From an optimization exercise on the open Yosys and OpenROAD flow, aimed at small area, a short achievable clock period and few clock cycles per item; shortcuts taken in it are not production practice. RTL that was checked went through simulation tests only; none was proved equivalent to the original. The flow treats the clock pin as an ideal source, which a real chip does not have. No activity file was given, so power comes from the tool's default toggle rates.

run D:
==> flow/design.v <==
module rho_pi_inv_serial #(
    parameter bit BYPASS_RHO = 1'b0
) (
    input  logic        clk,
    input  logic        rst_n,
    input  logic        s_valid,
    output logic        s_ready,
    input  logic [63:0] s_data,
    output logic        m_valid,
    input  logic        m_ready,
    output logic [63:0] m_data,
    output logic        m_last,
    output logic        busy
);
    localparam logic [5:0] WMASK = 6'b111111;
    function automatic logic [5:0] nxt_pos(input logic [4:0] x);
        logic [5:0] v;
        case (x)
            5'd0: v = 6'b000000;  5'd1: v = 6'b000010;  5'd2: v = 6'b000110;  5'd3: v = 6'b000100;
            5'd4: v = 6'b001111;  5'd5: v = 6'b010111;  5'd6: v = 6'b010010;  5'd7: v = 6'b000001;
            5'd8: v = 6'b001110;  5'd9: v = 6'b001001;  5'd10: v = 6'b000011;  5'd11: v = 6'b010001;
            5'd12: v = 6'b001000;  5'd13: v = 6'b010100;  5'd14: v = 6'b001101;  5'd15: v = 6'b010000;
            5'd16: v = 6'b001100;  5'd17: v = 6'b010101;  5'd18: v = 6'b000111;  5'd19: v = 6'b001011;
            5'd20: v = 6'b001010;  5'd21: v = 6'b000101;  5'd22: v = 6'b010110;  5'd23: v = 6'b010011;
            default: v = 6'b100000;
        endcase
        nxt_pos = v;
    endfunction
    function automatic logic [1:0] add3(input logic [1:0] a, input logic [1:0] b);
        logic [2:0] s;
        s = {1'b0, a} + {1'b0, b};
        add3 = (s >= 3'd3) ? 2'(s - 3'd3) : s[1:0];
    endfunction
    function automatic logic [24:0] slot_oh(input logic [5:0] v, input logic [2:0] g8,
                                            input logic [1:0] g3);
        logic [2:0] a8;
        logic [1:0] a3;
        a8 = v[2:0] + g8;
        a3 = add3(v[4:3], g3);
        slot_oh = '0;
        if (v[5]) slot_oh[24] = 1'b1;
        else      slot_oh[{a3, a8}] = 1'b1;
    endfunction
    function automatic logic [5:0] rot_amt(input logic [4:0] m);
        logic [5:0] k;
        case (m)
            5'd0:  k = 6'd0;   5'd1:  k = 6'd1;   5'd2:  k = 6'd62;  5'd3:  k = 6'd28;
            5'd4:  k = 6'd27;  5'd5:  k = 6'd36;  5'd6:  k = 6'd44;  5'd7:  k = 6'd6;
            5'd8:  k = 6'd55;  5'd9:  k = 6'd20;  5'd10: k = 6'd3;   5'd11: k = 6'd10;
            5'd12: k = 6'd43;  5'd13: k = 6'd25;  5'd14: k = 6'd39;  5'd15: k = 6'd41;
            5'd16: k = 6'd45;  5'd17: k = 6'd15;  5'd18: k = 6'd21;  5'd19: k = 6'd8;
            5'd20: k = 6'd18;  5'd21: k = 6'd2;   5'd22: k = 6'd61;  5'd23: k = 6'd56;
            5'd24: k = 6'd14;
            default: k = 6'd0;
        endcase
        rot_amt = BYPASS_RHO ? 6'd0 : k;
    endfunction
    function automatic logic [5:0] in_rot_amt(input logic [4:0] j);
        logic [5:0] k;
        case (j)
            5'd0:  k = 6'd0;   5'd1:  k = 6'd44;  5'd2:  k = 6'd43;  5'd3:  k = 6'd21;
            5'd4:  k = 6'd14;  5'd5:  k = 6'd28;  5'd6:  k = 6'd20;  5'd7:  k = 6'd3;
            5'd8:  k = 6'd45;  5'd9:  k = 6'd61;  5'd10: k = 6'd1;   5'd11: k = 6'd6;
            5'd12: k = 6'd25;  5'd13: k = 6'd8;   5'd14: k = 6'd18;  5'd15: k = 6'd27;
            5'd16: k = 6'd36;  5'd17: k = 6'd10;  5'd18: k = 6'd15;  5'd19: k = 6'd56;
            5'd20: k = 6'd62;  5'd21: k = 6'd55;  5'd22: k = 6'd39;  5'd23: k = 6'd41;
            5'd24: k = 6'd2;
            default: k = 6'd0;
        endcase
        in_rot_amt = BYPASS_RHO ? 6'd0 : k;
    endfunction
    function automatic logic [63:0] rotr(input logic [63:0] x, input logic [5:0] k);
        logic [127:0] d;
        d = {x, x} >> k;
        rotr = d[63:0];
    endfunction
    logic [63:0] lanes [25];
    logic [2:0]  g8;          
    logic [1:0]  g3;          
    logic [4:0]  wr_idx;      
    logic [24:0] wr_oh;       
    logic [5:0]  wr_rot;      
    logic        rd_active;   
    logic [4:0]  rd_idx;      
    logic [24:0] rd_oh;       
    logic [5:0]  rd_rot;      
    logic        out_valid;
    logic        out_last;
    logic [63:0] out_data;
    logic        ready_q;     
    logic        busy_q;
    logic        in_hs;
    logic        start;       
    logic        ld;          
    logic        out_free;
    assign in_hs    = s_valid && ready_q;
    assign start    = in_hs && (wr_idx == 5'd24);
    assign out_free = !out_valid || m_ready;
    assign ld       = out_free && (rd_active || start);
    assign s_ready = rst_n && ready_q;
    assign m_valid = rst_n && out_valid;
    assign busy    = rst_n && busy_q;
    assign m_last  = out_last;
    assign m_data  = out_data;
    logic [63:0] wr_word;
    logic [63:0] rd_word;
    assign wr_word = rotr(s_data, wr_rot);
    always_comb begin
        rd_word = '0;
        for (int s = 0; s < 25; s++) begin
            rd_word = rd_word | ({64{rd_oh[s]}} & lanes[s]);
        end
    end
    always_ff @(posedge clk) begin
        for (int s = 0; s < 25; s++) begin
            if (in_hs && wr_oh[s]) begin
                lanes[s] <= wr_word;
            end
        end
    end
    always_ff @(posedge clk) begin
        if (ld) begin
            out_data <= rotr(rd_word, rd_rot);
            out_last <= (rd_idx == 5'd24);
        end
    end
    logic        wr_last, rd_last;
    logic [2:0]  g8_i;
    logic [1:0]  g3_i;
    logic [4:0]  wr_idx_i, rd_idx_i;
    logic [24:0] wr_oh_i, rd_oh_i, rd_oh_s;
    logic [5:0]  wr_rot_i, rd_rot_i;
    logic        eq, eq1;
    always_comb begin
        wr_last  = (wr_idx == 5'd24);
        wr_idx_i = wr_last ? 5'd0 : wr_idx + 5'd1;
        g8_i     = g8 + 3'd1;
        g3_i     = add3(g3, 2'd1);
        wr_oh_i  = slot_oh(nxt_pos(wr_idx), g8, g3);
        wr_rot_i = in_rot_amt(wr_idx_i) & WMASK;
        rd_last  = (rd_idx == 5'd24);
        rd_idx_i = rd_last ? 5'd0 : rd_idx + 5'd1;
        rd_oh_i  = slot_oh(nxt_pos(rd_idx), g8, g3);
        rd_rot_i = rot_amt(rd_idx_i) & ~WMASK;
        rd_oh_s  = slot_oh(nxt_pos(5'd0), g8_i, g3_i);
        eq       = (wr_idx == rd_idx);
        eq1      = (wr_idx + 5'd1 == rd_idx);
    end
    logic rd_active_n, out_valid_n, ready_n, wr_nz_n;
    always_comb begin
        out_valid_n = ld || (out_valid && !m_ready);
        wr_nz_n     = in_hs ? !wr_last : (wr_idx != 5'd0);
        if (start) begin
            rd_active_n = 1'b1;
            ready_n     = ld;
        end else if (rd_active) begin
            rd_active_n = !(ld && rd_last);
            if (ld && rd_last)     ready_n = 1'b1;
            else if (ld && !in_hs) ready_n = 1'b1;
            else if (ld == in_hs)  ready_n = !eq;
            else                   ready_n = !eq && !eq1;
        end else begin
            rd_active_n = 1'b0;
            ready_n     = 1'b1;
        end
    end
    always_ff @(posedge clk) begin
        if (!rst_n) begin
            g8        <= 3'd0;
            g3        <= 2'd0;
            wr_idx    <= 5'd0;
            wr_oh     <= 25'd1 << 24;
            wr_rot    <= 6'd0;
            rd_active <= 1'b0;
            rd_idx    <= 5'd0;
            rd_oh     <= 25'd1 << 24;
            rd_rot    <= 6'd0;
            out_valid <= 1'b0;
            ready_q   <= 1'b1;
            busy_q    <= 1'b0;
        end else begin
            if (in_hs) begin
                wr_idx <= wr_idx_i;
                wr_oh  <= wr_oh_i;
                wr_rot <= wr_rot_i;
            end
            if (start) begin
                g8 <= g8_i;
                g3 <= g3_i;
            end
            if (start) begin
                if (ld) begin
                    rd_idx <= 5'd1;
                    rd_oh  <= rd_oh_s;
                    rd_rot <= rot_amt(5'd1) & ~WMASK;
                end else begin
                    rd_idx <= 5'd0;
                    rd_oh  <= 25'd1 << 24;
                    rd_rot <= 6'd0;
                end
            end else if (ld) begin
                rd_idx <= rd_idx_i;
                rd_oh  <= rd_last ? (25'd1 << 24) : rd_oh_i;
                rd_rot <= rd_rot_i;
            end
            rd_active <= rd_active_n;
            out_valid <= out_valid_n;
            ready_q   <= ready_n;
            busy_q    <= wr_nz_n || rd_active_n || out_valid_n;
        end
    end
endmodule
Settings: LEC_CHECK=0, ABC_CLOCK_PERIOD_IN_PS=3000, CAP_MARGIN=20, CORE_MARGIN=2, CORE_UTILIZATION=40, CTS_CLUSTER_DIAMETER=120, CTS_CLUSTER_SIZE=24, SETUP_SLACK_MARGIN=3.9, SLEW_MARGIN=20; clock period 7.0 ns.
run.sh (not shown) runs the stock make flow with config.mk's settings and CLKGATE_MAP_FILE= SYNTH_SCRIPT=/design/flow/synth_recipe.tcl, a recipe that flattens the netlist after the stock synthesis.
Testbench counts of run D, summed over its fixed seeds: cycles 8,200, items 320.
Inputs modified between run D and run M:
--- a/flow/design.v
+++ b/flow/design.v
@@ -13,5 +13,5 @@
     output logic        busy
 );
-    localparam logic [5:0] WMASK = 6'b111111;
+    localparam logic [5:0] WMASK = 6'b111100;
     function automatic logic [5:0] nxt_pos(input logic [4:0] x);
         logic [5:0] v;
@@ -31,4 +31,8 @@
         s = {1'b0, a} + {1'b0, b};
         add3 = (s >= 3'd3) ? 2'(s - 3'd3) : s[1:0];
+    endfunction
+    function automatic logic [5:0] slot_a(input logic [5:0] v, input logic [2:0] g8,
+                                          input logic [1:0] g3);
+        slot_a = {v[5], add3(v[4:3], g3), v[2:0] + g8};
     endfunction
     function automatic logic [24:0] slot_oh(input logic [5:0] v, input logic [2:0] g8,
@@ -79,5 +83,5 @@
     logic [1:0]  g3;          
     logic [4:0]  wr_idx;      
-    logic [24:0] wr_oh;       
+    logic [5:0]  wr_a;        
     logic [5:0]  wr_rot;      
     logic        rd_active;   
@@ -112,7 +116,13 @@
         end
     end
+    logic [24:0] wr_sel;
+    always_comb begin
+        wr_sel = '0;
+        if (wr_a[5]) wr_sel[24] = 1'b1;
+        else         wr_sel[wr_a[4:0]] = 1'b1;
+    end
     always_ff @(posedge clk) begin
         for (int s = 0; s < 25; s++) begin
-            if (in_hs && wr_oh[s]) begin
+            if (in_hs && wr_sel[s]) begin
                 lanes[s] <= wr_word;
             end
@@ -129,5 +139,6 @@
     logic [1:0]  g3_i;
     logic [4:0]  wr_idx_i, rd_idx_i;
-    logic [24:0] wr_oh_i, rd_oh_i, rd_oh_s;
+    logic [5:0]  wr_a_i;
+    logic [24:0] rd_oh_i, rd_oh_s;
     logic [5:0]  wr_rot_i, rd_rot_i;
     logic        eq, eq1;
@@ -137,5 +148,5 @@
         g8_i     = g8 + 3'd1;
         g3_i     = add3(g3, 2'd1);
-        wr_oh_i  = slot_oh(nxt_pos(wr_idx), g8, g3);
+        wr_a_i   = slot_a(nxt_pos(wr_idx), g8, g3);
         wr_rot_i = in_rot_amt(wr_idx_i) & WMASK;
         rd_last  = (rd_idx == 5'd24);
@@ -170,5 +181,5 @@
             g3        <= 2'd0;
             wr_idx    <= 5'd0;
-            wr_oh     <= 25'd1 << 24;
+            wr_a      <= 6'b100000;
             wr_rot    <= 6'd0;
             rd_active <= 1'b0;
@@ -182,5 +193,5 @@
             if (in_hs) begin
                 wr_idx <= wr_idx_i;
-                wr_oh  <= wr_oh_i;
+                wr_a   <= wr_a_i;
                 wr_rot <= wr_rot_i;
             end
Findings:
Compared with run D, run M shows relative area change from synthesis to final layout lower by 5.8 points. Comparing run D and run M, the lower final worst-path setup slack was measured on run M. Summary of run M over run D: minimum period implied by the final worst setup slack went up by 0.075 ns; area of the placeable core now smaller; number of buffers inserted during clock tree synthesis now smaller. Run M can be clocked slower than run D. Against run D, sequential standard cell area in run M fell slightly. Run D → run M: sequential cell count of the final layout decreased by about 1.1% relative to the old numbers; first-iteration DRC count decreased by 5.0% relative to the old numbers; core utilization went down 2.6 points. Summary of run M over run D: number of cells in the design after placement has decreased, final area lost 5.9%, total power draw went down by about 13%.
The RTL of run M was laid out without a check of its function.

* * *

Another version of the RTL of rho_pi_inv_serial (not shown whole).
Size: roughly 140 I/O pins, about 0.068 mm2 of cells after synthesis.
export LEC_CHECK = 0
export ABC_CLOCK_PERIOD_IN_PS = 3000
export CAP_MARGIN = 20
export CORE_MARGIN = 2
export CORE_UTILIZATION = 40
export CTS_CLUSTER_DIAMETER = 120
export CTS_CLUSTER_SIZE = 24
export SETUP_SLACK_MARGIN = 3.9
export SLEW_MARGIN = 20
create_clock -name core_clock -period 7.0 [get_ports {clk}]
standard.sh (not shown) runs the stock make flow with config.mk's settings and CLKGATE_MAP_FILE= SYNTH_SCRIPT=/design/flow/synth_recipe.tcl, a recipe that flattens the netlist after the stock synthesis.
==> flow/flow/run.sh <==
#!/bin/bash
# The standard layout, with the port buffers that buffer_ports inserts made
# plain buffers (buf_2) instead of the library's default pick (a delay cell).
set -euo pipefail
export BUFFER_PORTS_ARGS="-buffer_cell sky130_fd_sc_hd__buf_2"
bash standard.sh > standard_flow.log 2>&1
Testbench counts at the start, summed over its fixed seeds: cycles 8,200, items 320.
==> next run, changes <==
--- a/flow/design.v
+++ b/flow/design.v
@@ -5,21 +5,21 @@
     input  logic        rst_n,
     input  logic        s_valid,
     output logic        s_ready,
     input  logic [63:0] s_data,
     output logic        m_valid,
     input  logic        m_ready,
     output logic [63:0] m_data,
     output logic        m_last,
     output logic        busy
 );
-    localparam logic [5:0] WMASK = 6'b111100;
+    localparam logic [5:0] WMASK = 6'b111000;
     function automatic logic [5:0] nxt_pos(input logic [4:0] x);
         logic [5:0] v;
         case (x)
             5'd0: v = 6'b000000;  5'd1: v = 6'b000010;  5'd2: v = 6'b000110;  5'd3: v = 6'b000100;
             5'd4: v = 6'b001111;  5'd5: v = 6'b010111;  5'd6: v = 6'b010010;  5'd7: v = 6'b000001;
             5'd8: v = 6'b001110;  5'd9: v = 6'b001001;  5'd10: v = 6'b000011;  5'd11: v = 6'b010001;
             5'd12: v = 6'b001000;  5'd13: v = 6'b010100;  5'd14: v = 6'b001101;  5'd15: v = 6'b010000;
             5'd16: v = 6'b001100;  5'd17: v = 6'b010101;  5'd18: v = 6'b000111;  5'd19: v = 6'b001011;
             5'd20: v = 6'b001010;  5'd21: v = 6'b000101;  5'd22: v = 6'b010110;  5'd23: v = 6'b010011;
             default: v = 6'b100000;
@@ -110,24 +110,23 @@
     logic [63:0] rd_word;
     assign wr_word = rotr(s_data, wr_rot);
     always_comb begin
         rd_word = '0;
         for (int s = 0; s < 25; s++) begin
             rd_word = rd_word | ({64{rd_oh[s]}} & lanes[s]);
         end
     end
     logic [24:0] wr_sel;
     always_comb begin
-        for (int s = 0; s < 24; s++) begin
-            wr_sel[s] = !wr_a[5] && (wr_a[4:3] == 2'(s / 8)) && (wr_a[2:0] == 3'(s % 8));
-        end
-        wr_sel[24] = wr_a[5];
+        wr_sel = '0;
+        if (wr_a[5]) wr_sel[24] = 1'b1;
+        else         wr_sel[wr_a[4:0]] = 1'b1;
     end
     always_ff @(posedge clk) begin
         for (int s = 0; s < 25; s++) begin
             if (in_hs && wr_sel[s]) begin
                 lanes[s] <= wr_word;
             end
         end
     end
     always_ff @(posedge clk) begin
         if (ld) begin
The changed run ran to the end with no violations.
Setup slack improves by 0.080 ns.
Sequential power falls by about 3%.
Via count rises by 0.33%.
Fmax rises by 2.5%.
Design area rises by 2.6%.
Register-to-register slack degrades by 0.10 ns.
Critical path depth rises by 2.
Routed wire length rises by 2.1%.
Function not checked in the second run of this note: the RTL went through the layout flow alone.

* * *

rho_pi_inv_serial, a different RTL version from the one above (not shown whole).
For scale: roughly 1700 flip-flops, ~140 I/O pins, about 0.068 mm2 of cells after synthesis.
clock: 7.0 ns
lec_check: 0
abc_clock_period_in_ps: 3000
cap_margin: 20
core_margin: 2
core_utilization: 40
cts_cluster_diameter: 120
cts_cluster_size: 24
setup_slack_margin: 3.9
slew_margin: 20
==> flow/flow/run.sh <==
#!/bin/bash
# The standard layout, with two changes that keep the circuit the same:
#  - the port buffers that buffer_ports inserts are plain buffers (buf_2)
#    instead of the default pick (a delay cell);
#  - before detailed placement and after CTS, rst_direct.tcl lets the rst_n
#    input buffer drive the gates of s_ready, m_valid and busy directly (see
#    the file).
set -euo pipefail
here="$(pwd)"
export BUFFER_PORTS_ARGS="-buffer_cell sky130_fd_sc_hd__buf_2"
export PRE_DETAIL_PLACE_TCL="$here/flow/rst_direct.tcl"
export POST_CTS_TCL="$here/flow/rst_direct.tcl"
bash standard.sh > standard_flow.log 2>&1
Other scripts of this flow, unchanged in this note and not shown: flow/flow/rst_direct.tcl
Change:
--- a/flow/design.v
+++ b/flow/design.v
@@ -78,17 +78,16 @@
         d = {x, x} >> k;
         rotr = d[63:0];
     endfunction
     logic [63:0] lanes [25];
     logic [2:0]  g8;          
     logic [1:0]  g3;          
     logic [4:0]  wr_idx;      
     logic [5:0]  wr_a;        
-    logic [5:0]  wr_an;       
     logic [5:0]  wr_rot;      
     logic        rd_active;   
     logic [4:0]  rd_idx;      
     logic [24:0] rd_oh;       
     logic [5:0]  rd_rot;      
     logic        out_valid;
     logic        out_last;
     logic [63:0] out_data;
@@ -118,29 +117,21 @@
     end
     logic [24:0] wr_sel;
     always_comb begin
         for (int s = 0; s < 24; s++) begin
             wr_sel[s] = !wr_a[5] && (wr_a[4:3] == 2'(s / 8)) && (wr_a[2:0] == 3'(s % 8));
         end
         wr_sel[24] = wr_a[5];
     end
-    logic [24:0] wr_seln;
-    logic [24:0] wr_we, wr_hold;
-    always_comb begin
-        for (int s = 0; s < 24; s++) begin
-            wr_seln[s] = wr_an[5] && (~wr_an[4:3] == 2'(s / 8)) && (~wr_an[2:0] == 3'(s % 8));
-        end
-        wr_seln[24] = !wr_an[5];
-        wr_we   = {25{in_hs}} & wr_sel;
-        wr_hold = ~({25{in_hs}} & wr_seln);
-    end
     always_ff @(posedge clk) begin
         for (int s = 0; s < 25; s++) begin
-            lanes[s] <= ({64{wr_we[s]}} & wr_word) | ({64{wr_hold[s]}} & lanes[s]);
+            if (in_hs && wr_sel[s]) begin
+                lanes[s] <= wr_word;
+            end
         end
     end
     always_ff @(posedge clk) begin
         if (ld) begin
             out_data <= rotr(rd_word, rd_rot);
             out_last <= (rd_idx == 5'd24);
         end
     end
@@ -186,30 +177,28 @@
         end
     end
     always_ff @(posedge clk) begin
         if (!rst_n) begin
             g8        <= 3'd0;
             g3        <= 2'd0;
             wr_idx    <= 5'd0;
             wr_a      <= 6'b100000;
-            wr_an     <= 6'b011111;
             wr_rot    <= 6'd0;
             rd_active <= 1'b0;
             rd_idx    <= 5'd0;
             rd_oh     <= 25'd1 << 24;
             rd_rot    <= 6'd0;
             out_valid <= 1'b0;
             ready_q   <= 1'b1;
             busy_q    <= 1'b0;
         end else begin
             if (in_hs) begin
                 wr_idx <= wr_idx_i;
                 wr_a   <= wr_a_i;
-                wr_an  <= ~wr_a_i;
                 wr_rot <= wr_rot_i;
             end
             if (start) begin
                 g8 <= g8_i;
                 g3 <= g3_i;
             end
             if (start) begin
                 if (ld) begin
Effect: The new run went through all stages and came out clean. Area after synthesis hardly moves. Hold slack is about the same. Clock-buffer cell count went down by 2. Cell area went up by 0.33%. Cell count went down by about 36%. Routed wire length went down by 28%. Via count went down by 35%. Sequential share of layout area went up by 21 points. Synthesized cell count went down by about 50%.
Testbench counts after the change, summed over its fixed seeds: cycles 8,200, items 320.
Function not checked in the first run of this note: the RTL went through the layout flow alone.

-- static timing again, ports no longer ideal --
The flow's constraints put no driver on any port. The routed layouts listed below were extracted and timed again, unchanged, in two steps. Step 1: set_driving_cell puts a clkbuf_16 on clk and a buf_2 on each other input, an assumption about the parent block. Step 2 also shifts input and output timing later by t, the mid clock arrival at the registers, as if the neighbouring blocks saw the same clock. Slacks: ideal / step 1 / step 2; pairs: ideal / step 1.
run | shift t [ns] | setup slack, ns | worst setup path at the end | clock arrival spread, ns | worst data-port slew with drivers (ns)
run D | 0.806 | 3.823 / 3.777 / 3.116 | input to register | 0.072 / 0.072 | 0.06
run M | 0.770 | 3.748 / 3.706 / 3.112 | input to register | 0.038 / 0.039 | 0.05
the first run of note 2 | 0.806 | 3.747 / 3.700 / 3.147 | input to register | 0.038 / 0.038 | 0.06
the second run of note 2 | 0.803 | 3.827 / 3.721 / 3.194 | input to register | 0.051 / 0.051 | 0.18
the first run of note 3 | 0.841 | 3.748 / 3.748 / 3.125 | input to register | 0.032 / 0.033 | 0.10
the second run of note 3 | 0.792 | 3.858 / 3.819 / 3.191 | input to register | 0.035 / 0.036 | 0.05
After both steps setup and hold are still met in every run listed. The setup slack of run D, which loses most, moves by -0.046 ns with the drivers and by -0.707 ns with both steps.
